Background: an optimization exercise with open tools, aiming at small area and a short achievable clock period. Do not read the settings as production practice.
RTL that was checked went through simulation tests only; none was proved equivalent to the original.
Function not checked in run 1: the RTL went through the layout flow alone.

## flow/design.v (module list and top-level ports; edited modules follow where they fit)
// module nn_mac_engine: 1063 lines
// module nn_fa: 10 lines
// module nn_ha: 9 lines
// module nn_hac: 9 lines
module nn_mac_engine #(
  parameter int unsigned DW      = 8,
  parameter int unsigned N_LANES = 4,
  parameter int unsigned ACC_W   = 24,
  parameter int unsigned LEN_W   = 8,
  parameter int unsigned SH_W    = 5
) (
  input  logic                    clk,
  input  logic                    rst,
  input  logic                    start,
  input  logic [LEN_W-1:0]        len,
  input  logic [SH_W-1:0]         shift,
  input  logic                    relu_en,
  input  logic [N_LANES*DW-1:0]   in_a,
  input  logic [N_LANES*DW-1:0]   in_b,
  input  logic                    in_valid,
  output logic                    in_ready,
  output logic [DW-1:0]           out_data,
  output logic                    out_valid,
  input  logic                    out_ready,
  output logic                    busy,
  output logic                    done
);
  // ...
==> flow/run.sh <==
#!/bin/bash
# synth_recipe.tcl (not shown) runs the flow's synth.tcl, then flattens the netlist and writes it again
# the make line also repeats each setting of config.mk as NAME=value (left out here)
make -C /OpenROAD-flow-scripts/flow DESIGN_CONFIG=/design/flow/config.mk WORK_HOME=/design/flow/orfs CLKGATE_MAP_FILE= SYNTH_SCRIPT=/design/flow/synth_recipe.tcl finish
==> flow/config.mk <==
export PLATFORM = sky130hd
export DESIGN_NAME = nn_mac_engine
export DESIGN_NICKNAME = nn_mac_engine
export VERILOG_FILES = /design/flow/design.v
export SDC_FILE = /design/flow/constraint.sdc
export NUM_CORES = 4
export LEC_CHECK = 0
export ABC_CLOCK_PERIOD_IN_PS = 4000
export CAP_MARGIN = 20
export CORE_MARGIN = 2
export CORE_UTILIZATION = 40
export PLACE_DENSITY = 0.6
export SETUP_SLACK_MARGIN = 3.5
export SLEW_MARGIN = 20
export SYNTH_HIERARCHICAL = 1
==> flow/constraint.sdc <==
create_clock -name core_clock -period 7.5 [get_ports {clk}]
set_input_delay 1.5000 -clock core_clock [delete_from_list [all_inputs] [get_ports {clk}]]
set_output_delay 1.5000 -clock core_clock [all_outputs]
set_load 0.01 [all_outputs]
==> flow_metrics.py, run 1 <==
metrics = {
    "logic_synthesis": {
        "synth_edf_count": 14,
        "synth_top_cell_by_area": "fa_1",
        "avgSynthCellArea_um2": 11.3,
    },
    "cells_and_area": {
        "seq_area_share_pct": 17.9,
        "clk_share_pct": 3.80,
        "top_register": "acc",
    },
    "placed_design": {
        "place_ws_ns": 1.51,
    },
    "floorplanning": {
        "start_util_pct": 40.6,
        "rows": 65,
    },
    "timing": {
        "finalHoldViolations": 0,
        "whs_ns": 0.574,
    },
    "clock_tree": {
        "ctsResizeCount": 155,
        "clk_latency_ns": 0.44,
        "numCtsBuffers": 17,
        "holdBufCountCts": 0,
        "cts_sinks": 134,
    },
    "route": {
        "wl_met3_um": 2940,
        "wl_met2_um": 19400,
        "drt-total-wl_um": 40400,
    },
    "worst_setup_path": {
        "crit_start": "sh[3]",
        "cp-end-kind": "output port",
        "crit_arrival_ns": 2.74,
    },
    "status": {
        "status": "timing/DRC/antenna clean",
    },
    "global_route": {
        "grt_max_degree": 77,
        "overflow": 0,
    },
}
==> run 2, diff against run 1 <==
--- a/flow/design.v
+++ b/flow/design.v
@@ -1040,30 +1040,50 @@
   assign acc_fb = acc;
   assign row_a = {yc528, yc526, yc524, yc522, yc520, yc518, yc516, yc514, yc512, yc508, yc500, yc488, yc476, yc464, ys461, yc440, yc430, yc420, yc410, yc400, yc390, yc380, ys377, ys367, ys357, ys349};
   assign row_b = {ys529, ys527, ys525, ys523, ys521, ys519, ys517, ys515, ys513, ys511, ys507, ys499, ys487, ys475, ys463, ys451, ys439, ys429, ys419, ys409, ys399, ys389, ys379, ys369, ys359, ys351};
   always_ff @(posedge clk) begin
     acc <= busy ? (row_a + row_b) : '0;
   end
   logic             sgn;
   logic             ovf;
-  logic [SUM_W-1:0] dif;
-  logic [SUM_W-1:0] sel;
-  logic [6:0]       low;
+  logic [17:0]      dif;           
+  logic [17:0]      thr;           
+  logic [3:0]       sh_hi, sh_md;  
+  logic [37:0]      ext;           
+  logic [13:0]      sel_hi;        
+  logic [7:0]       sel_md;        
+  logic [6:0]       low;           
   always_comb begin
     sgn = acc[SUM_W-1];
-    dif = acc ^ {SUM_W{sgn}};
-    ovf = 1'b0;
-    for (int k = 0; k < SUM_W - 8; k++) begin
-      if (SH_W'(k) >= sh) ovf = ovf | dif[k + 7];
-    end
-    sel = acc >>> sh;
-    low = sel[6:0];
-    out_data[7]   = sgn & ~relu;
-    out_data[6:0] = (relu & sgn) ? 7'd0 : ovf ? {7{~sgn}} : low;
+    for (int k = 0; k < 18; k++) begin
+      dif[k] = acc[k + 7] ^ sgn;
+      thr[k] = (sh <= SH_W'(k));
+    end
+    ovf = |(dif & thr);
+    for (int m = 0; m < 4; m++) begin
+      sh_hi[m] = (sh[4:3] == 2'(m));
+      sh_md[m] = (sh[2:1] == 2'(m));
+    end
+    ext = {{(38 - SUM_W){sgn}}, acc};
+    for (int y = 0; y < 14; y++) begin
+      sel_hi[y] = (sh_hi[0] & ext[y]) | (sh_hi[1] & ext[y + 8]) |
+                  (sh_hi[2] & ext[y + 16]) | (sh_hi[3] & ext[y + 24]);
+    end
+    for (int z = 0; z < 8; z++) begin
+      sel_md[z] = (sh_md[0] & sel_hi[z]) | (sh_md[1] & sel_hi[z + 2]) |
+                  (sh_md[2] & sel_hi[z + 4]) | (sh_md[3] & sel_hi[z + 6]);
+    end
+    for (int i = 0; i < 7; i++) begin
+      low[i] = sh[0] ? sel_md[i + 1] : sel_md[i];
+    end
+    out_data[7] = sgn & ~relu;
+    for (int i = 0; i < 7; i++) begin
+      out_data[i] = ~(relu & sgn) & (ovf ? ~sgn : low[i]);
+    end
   end
 endmodule
 module nn_fa (
   input  logic a,
   input  logic b,
   input  logic ci,
   output logic s,
   output logic co
==> flow_metrics.py, run 2 <==
metrics = {
    "status": {
        "status": "timing/DRC/antenna clean",
    },
    "global_route": {
        "grt_max_degree": 65,
        "grt_pass1_wl_um": 57500,
        "overflow": 0,
        "grt_pass1_vias": 9925,
        "antenna_found_initial": 0,
        "grt_usage_pct": 23.1,
    },
    "worst_setup_path": {
        "reg2reg_from": "q69",
        "crit_end": "out_data[0]",
        "cp-end-kind": "output port",
        "path_cells": "buf_4 > a21oi_1 > nor2_1 > o32ai_1 > nand2_1 > nand4_2 > or2_4 > o21a_1 > buf_2",
        "crit_arrival_ns": 2.54,
        "critPathMaxStageDelay_ns": 0.50,
        "startpoint_type": "flop",
        "crit-reg2reg-capture": "acc[21]",
        "cp_max_fo": 7,
        "reg2reg_slack_ns": 3.54,
        "crit_path_top_delay_cell": "edfxtp_1",
        "crit_start": "sh[1]",
        "worstRegToRegCells": 12,
        "critical_path_class": "flop to output port",
        "required_ns": 6.00,
    },
    "floorplanning": {
        "die_h_um": 181,
        "ios": 95,
        "start_util_pct": 40.7,
        "coreArea_um2": 30700,
        "die_w_um": 181,
        "dieArea_um2": 32600,
        "rows": 64,
    },
    "route": {
        "routed.top_layer": "met4",
        "drt-initial-drc-count": 826,
        "drc_errors": 0,
        "vias_per_cell": 5.85,
        "drt-met1-wl_um": 16400,
        "wl_per_cell_um": 23.3,
        "drt-total-wl_um": 37800,
        "wl_met2_um": 17900,
        "wl_met3_um": 2370,
        "ant_nets": 0,
        "vias": 9488,
        "first_pass_iters": 5,
    },
    "timing": {
        "fmax_mhz": 248,
        "whs_ns": 0.558,
        "fin_skew_ns": 0.00969,
        "rsz0062_at_grt": "yes",
        "tns_ns": 0,
        "maxSlewHeadroom_pct": 39.9,
        "layout_min_cycle_time_ns": 4.04,
        "fin_crit_sh_pct": 53.8,
        "setup_ws_ns": 3.46,
        "finalHoldViolations": 0,
        "worst_pin_slew_ns": 0.902,
        "slew_viol_final": 0,
        "finalSetupViolCount": 0,
    },
    "cells_and_area": {
        "drive_gt1_share_pct": 17.6,
        "most-common-layout-cells": "and3_1, fa_1, dfxtp_1",
        "num_antenna_cells": 0,
        "areaGrowthSynthToFinish_pct": 21.9,
        "final_cell_area_um2": 15200,
        "nNetsFinal": 1588,
        "final_common_cell": "and3_1",
        "largest_register_ffs": 26,
        "final_core_util_pct": 49.6,
        "top_register": "acc",
        "reg.largest.list": "acc (26), cnt (8), sh (5)",
    },
    "clock_tree": {
        "numCtsBuffers": 17,
        "cts_sinks": 134,
        "cts_root_buffer": "clkbuf_16",
        "cts_tree": "yes",
        "cts-htree-levels": 4,
        "path_clk_slew_ns": 0.06,
        "clk_latency_ns": 0.43,
        "holdBufCountCts": 0,
        "cts.path.max_buffers": 2,
    },
    "job": {
        "cap_violations": 0,
    },
    "logic_synthesis": {
        "ys_seq_elements": 134,
        "ys_seq_area_share_pct": 22.8,
        "synth_top_flop_cell": "dfxtp_1",
        "synthesis.area_um2": 12500,
        "synth_top_cell_by_area": "fa_1",
        "ys_async_sr_fraction_pct": 2.24,
        "ys_types": 68,
        "synth_top_area_share_pct": 38.5,
        "synth_edf_count": 14,
        "yosysWarnings": 7,
        "synthCells": 1117,
        "synth_common_cells": "fa_1, and3_1, dfxtp_1, a21oi_1, nor2_1",
        "syn-num-nets": 1493,
        "synthTopCellsByArea": "fa_1, dfxtp_1, and3_1, ha_1, a21oi_1",
        "avgSynthCellArea_um2": 11.2,
        "synth.most_common_cell": "fa_1",
    },
    "min_path": {
        "holdCritPathClass": "flop to flop",
    },
    "placed_design": {
        "place.gp.congestion": 0.888,
        "place_ws_ns": 1.54,
        "io_buffers": 94,
        "dpl.hpwl_um": 28000,
        "place_area_um2": 13800,
    },
}
==> run 2: cell types whose count changed after synthesis, sizes merged, moves of 7 or more <==
cell / before / now
clkbuf: 33 / 41
a21o: 19 / 9
mux4: 17 / 3
xor2: 8 / 15
nor2: 36 / 54
==> run 2: how the worst min path moves through the flow <==
stage,startpoint,end,depth (start not counted)
detailed placement,out_valid,out_valid,2
finish,out_valid,out_valid,2
global route,out_valid,out_valid,2
CTS,out_valid,out_valid,2
floorplan,out_valid,out_valid,2
global placement,out_valid,out_valid,2
==> run 2: Yosys stat by module (local to each module, per instance) <==
module	cells	flops+latches	area, um^2	copies in the design
nn_fa	1	0	20.0	239
nn_ha	1	0	12.5	26
nn_mac_engine	852	134	7360	1
==> run 2: repair_timing <==
action / in CTS / in global routing
cloned: 5 / 4
setup buffers: 19 / 12
setup endpoints to repair: 84 / 26
pin swaps: 15 / 27
resized for setup: 127 / 69
==> run 2: final cells by class <==
cell class                 instances  area [um^2]
multi-input combinational        907         9840
timing repair buffer             131         1270
clock inverter                    15          183
tap                              396          495
inverter                          16         86.3
sequential                       134         2840
clock buffer                      17          425
timing repair inverter             5         58.8
fill                            2785        15500
==> run 2: worst max-delay path: cells and delay by family, from the launching register on <==
kind	cells	cell delay, ns
flops	1	0.50
simple gates	4	0.52
buf+inv	2	0.34
compound gates	3	0.75
==> run 2: per-layer routing <==
metal  GRT usage, %  up-vias
met5              0        -
met4           7.77        0
met3           2.95       67
met2           38.6      472
met1           31.2     4817
li1               -     4132
==> run 2: stage by stage <==
step / std cells
CTS: 1605
detailed placement: 1549
global placement: 1549
global route: 1621
floorplan: 1117
finish: 1621
==> run 2: logic make-up after synthesis <==
group                      Yosys count  share of synthesized area (%)
AOI/OAI and AO/OA                  198                           9.98
xor gates and xnor gates            27                           1.90
adders and majority gates          294                           43.9
buffers and inverters               78                           2.58
DFF                                134                           22.8
muxes                               33                           3.03
and+or+nand+nor                    353                           15.8
==> run 3, diff against run 2 <==
==> flow/flow/run.sh (new file) <==
#!/bin/bash
# Layout flow: the standard layout (standard.sh, unchanged synthesis), except that the
# buffers ORFS puts on the ports are the smallest plain buffer, buf_1, instead of the default
# delay-style buffer; the resizer may still size them up where timing needs it.
set -euo pipefail
bash standard.sh BUFFER_PORTS_ARGS="-buffer_cell sky130_fd_sc_hd__buf_1" finish > standard.log 2>&1
==> flow/standard.sh (new file) <==
#!/bin/bash
# synth_recipe.tcl (not shown) runs the flow's synth.tcl, then flattens the netlist and writes it again
# the make line also repeats each setting of config.mk as NAME=value (left out here)
make -C /OpenROAD-flow-scripts/flow DESIGN_CONFIG=/design/flow/config.mk WORK_HOME=/design/flow/orfs CLKGATE_MAP_FILE= SYNTH_SCRIPT=/design/flow/synth_recipe.tcl "${@:-finish}"
removed: flow/run.sh
==> flow_metrics.py, run 3 <==
metrics = {
    "logic_synthesis": {
        "synth_edf_count": 14,
        "synth_top_flop_cell": "dfxtp_1",
        "synth_top_cell_by_area": "fa_1",
        "synth_top_area_share_pct": 38.5,
        "ys_types": 68,
        "synthesis.area_um2": 12500,
        "synth.most_common_cell": "fa_1",
        "syn-num-nets": 1493,
        "avgSynthCellArea_um2": 11.2,
        "synthCells": 1117,
        "synthTopCellsByArea": "fa_1, dfxtp_1, and3_1, ha_1, a21oi_1",
        "ys_seq_area_share_pct": 22.8,
        "ys_async_sr_fraction_pct": 2.24,
        "yosysWarnings": 7,
        "ys_seq_elements": 134,
        "synth_common_cells": "fa_1, and3_1, dfxtp_1, a21oi_1, nor2_1",
    },
    "cells_and_area": {
        "most-common-layout-cells": "and3_1, fa_1, dfxtp_1",
        "final_core_util_pct": 47.4,
        "num_antenna_cells": 0,
        "nFillCells": 2799,
        "nNetsFinal": 1578,
        "largest_register_ffs": 26,
        "top_register": "acc",
        "reg.largest.list": "acc (26), cnt (8), sh (5)",
        "areaGrowthSynthToFinish_pct": 16.6,
        "drive_gt1_share_pct": 17.4,
        "final_common_cell": "and3_1",
    },
    "clock_tree": {
        "cts_root_buffer": "clkbuf_16",
        "cts_tree": "yes",
        "cts-htree-levels": 4,
        "path_clk_slew_ns": 0.07,
        "cts_sinks": 134,
        "numCtsBuffers": 17,
        "cts.path.max_buffers": 2,
        "clk_latency_ns": 0.44,
    },
    "worst_setup_path": {
        "crit_top_cell": "nand2_1",
        "cp-end-kind": "output port",
        "worstRegToRegCells": 12,
        "crit_path_top_delay_cell": "edfxtp_1",
        "cp_max_fo": 7,
        "required_ns": 6.00,
        "crit-reg2reg-capture": "acc[25]",
        "path_cells": "buf_4 > nand2_1 > a211oi_2 > o32ai_2 > nand2_1 > nand4_2 > o31ai_4 > o21a_1 > buf_2",
        "critical_path_class": "flop to output port",
        "crit_arrival_ns": 2.57,
        "critPathMaxStageDelay_ns": 0.52,
        "reg2reg_slack_ns": 3.57,
        "startpoint_type": "flop",
        "reg2reg_from": "q70",
    },
    "global_route": {
        "grt_pass1_wl_um": 58300,
        "overflow": 0,
        "grt_usage_pct": 23.5,
        "grt_max_degree": 83,
        "grt_pass1_vias": 9987,
        "antenna_found_initial": 1,
    },
    "timing": {
        "fmax_mhz": 246,
        "tns_ns": 0,
        "fin_crit_sh_pct": 54.3,
        "rsz0062_at_grt": "yes",
        "finalHoldViolations": 0,
        "maxSlewHeadroom_pct": 38.5,
        "slew_viol_final": 0,
        "fin_skew_ns": 0.0150,
        "layout_min_cycle_time_ns": 4.07,
        "finalSetupViolCount": 0,
        "worst_pin_slew_ns": 0.914,
    },
    "job": {
        "cap_violations": 0,
    },
    "status": {
        "status": "timing/DRC/antenna clean",
    },
    "floorplanning": {
        "dieArea_um2": 32600,
        "coreArea_um2": 30700,
        "ios": 95,
        "die_w_um": 181,
        "rows": 64,
        "die_h_um": 181,
        "start_util_pct": 40.7,
    },
    "route": {
        "ant_nets": 0,
        "vias": 9452,
        "first_pass_iters": 5,
        "drt-total-wl_um": 37600,
        "drc_errors": 0,
        "vias_per_cell": 5.87,
        "wl_per_cell_um": 23.3,
        "drt-initial-drc-count": 697,
    },
    "placed_design": {
        "place.gp.congestion": 0.933,
        "dpl.hpwl_um": 27800,
        "io_buffers": 94,
    },
    "min_path": {
        "min_to": "out_valid",
        "holdCritPathClass": "flop to flop",
        "whs_path_depth": 2,
        "min_from": "out_valid",
    },
}
-- run 3: how the worst max path moves through the flow --
stage	start	to	slack, ns	cells past startpoint
floorplan	in_valid	q69	3.43	9
global placement	in_valid	q49	2.01	9
global route	sh[2]	out_data[2]	3.30	9
CTS	in_valid	q49	3.47	9
finish	sh[2]	out_data[1]	3.43	9
detailed placement	in_valid	q49	1.93	9
-- run 3: layout make-up --
cell class,count,area (um^2),area share (%)
Multi-Input combinational cell,907,9880,68.0
Sequential cell,134,2840,19.5
Timing Repair Buffer,122,603,4.15
Tap cell,396,495,3.41
Clock buffer,17,425,2.92
Clock inverter,15,176,1.21
Inverter,16,76.3,0.525
Timing Repair inverter,4,42.5,0.292
-- run 3: kinds of logic after synthesis --
| logic type | share of synthesized area [%] |
|---|---|
| AND/OR/NAND/NOR | 15.8 |
| XOR/XNOR | 1.90 |
| buffers and inverters | 2.58 |
| flip-flops | 22.8 |
| adder cells (fa/ha/maj) | 43.9 |
| multiplexers | 3.03 |
| AO/OA/AOI/OAI | 9.98 |
-- run 3: critical path, delay by kind of cell (launching register included) --
family                 cells  cell delay [ns]
buffers and inverters      2             0.31
flip-flops                 1             0.52
AO/OA/AOI/OAI              4             0.99
AND/OR/NAND/NOR            3             0.32
-- run 3: per-module statistics from Yosys (local to each module, per instance) --
module / cell area, um^2 / flops+latches
nn_ha: 12.5 / 0
nn_mac_engine: 7360 / 134
nn_fa: 20.0 / 0
-- run 3: metal layers --
layer	vias to the layer above	track usage, %	share of wire (%)
li1	4126	-	-
met1	4778	32.3	42
met2	466	37.5	46
met3	82	4.32	8.3
met4	0	7.84	3.1
met5	-	0	0
-- run 3: timing repair --
item	in CTS	in global routing
hold buffers	0	0
gates cloned	5	1
gates resized for setup	56	54
pin swaps	11	17
endpoints found under the setup margin	71	29
setup buffers	17	7
-- run 3: metrics by stage --
stage          cell area (um^2)  cells  hold WS (ns)  worst slack, ns
3_5_place_dp              13200   1549         0.545             1.93
5_1_grt                   14500   1611         0.590             3.30
3_3_place_gp              13200   1549         0.525             2.01
2_1_floorplan             12800   1117         0.565             3.43
4_1_cts                   14200   1603         0.562             3.47
6_report                  14500   1611         0.549             3.43

## what the ideal ports hide
Ports are ideal in the flow. The routed layouts listed here were re-timed in OpenROAD. Step 1 assumes that a clkbuf_16 drives the clock port and a buf_2 every other input. Step 2 also shifts input and output timing later by t, the mid clock arrival at the registers, as if the neighbouring blocks saw the same clock. a / b / c = no drivers / after step 1 / after step 2; a / b = the first two.
run | shift t [ns] | setup slack, ns | worst register clock-pin slew, ns
run 1 | 0.478 | 3.264 / 3.215 / 3.067 | 0.08 / 0.08
run 2 | 0.466 | 3.462 / 3.416 / 3.063 | 0.07 / 0.07
run 3 | 0.477 | 3.428 / 3.380 / 3.079 | 0.07 / 0.07
After both steps setup and hold are still met in every run listed. The setup slack of run 2, which loses most, moves by -0.046 ns with the drivers and by -0.399 ns with both steps.
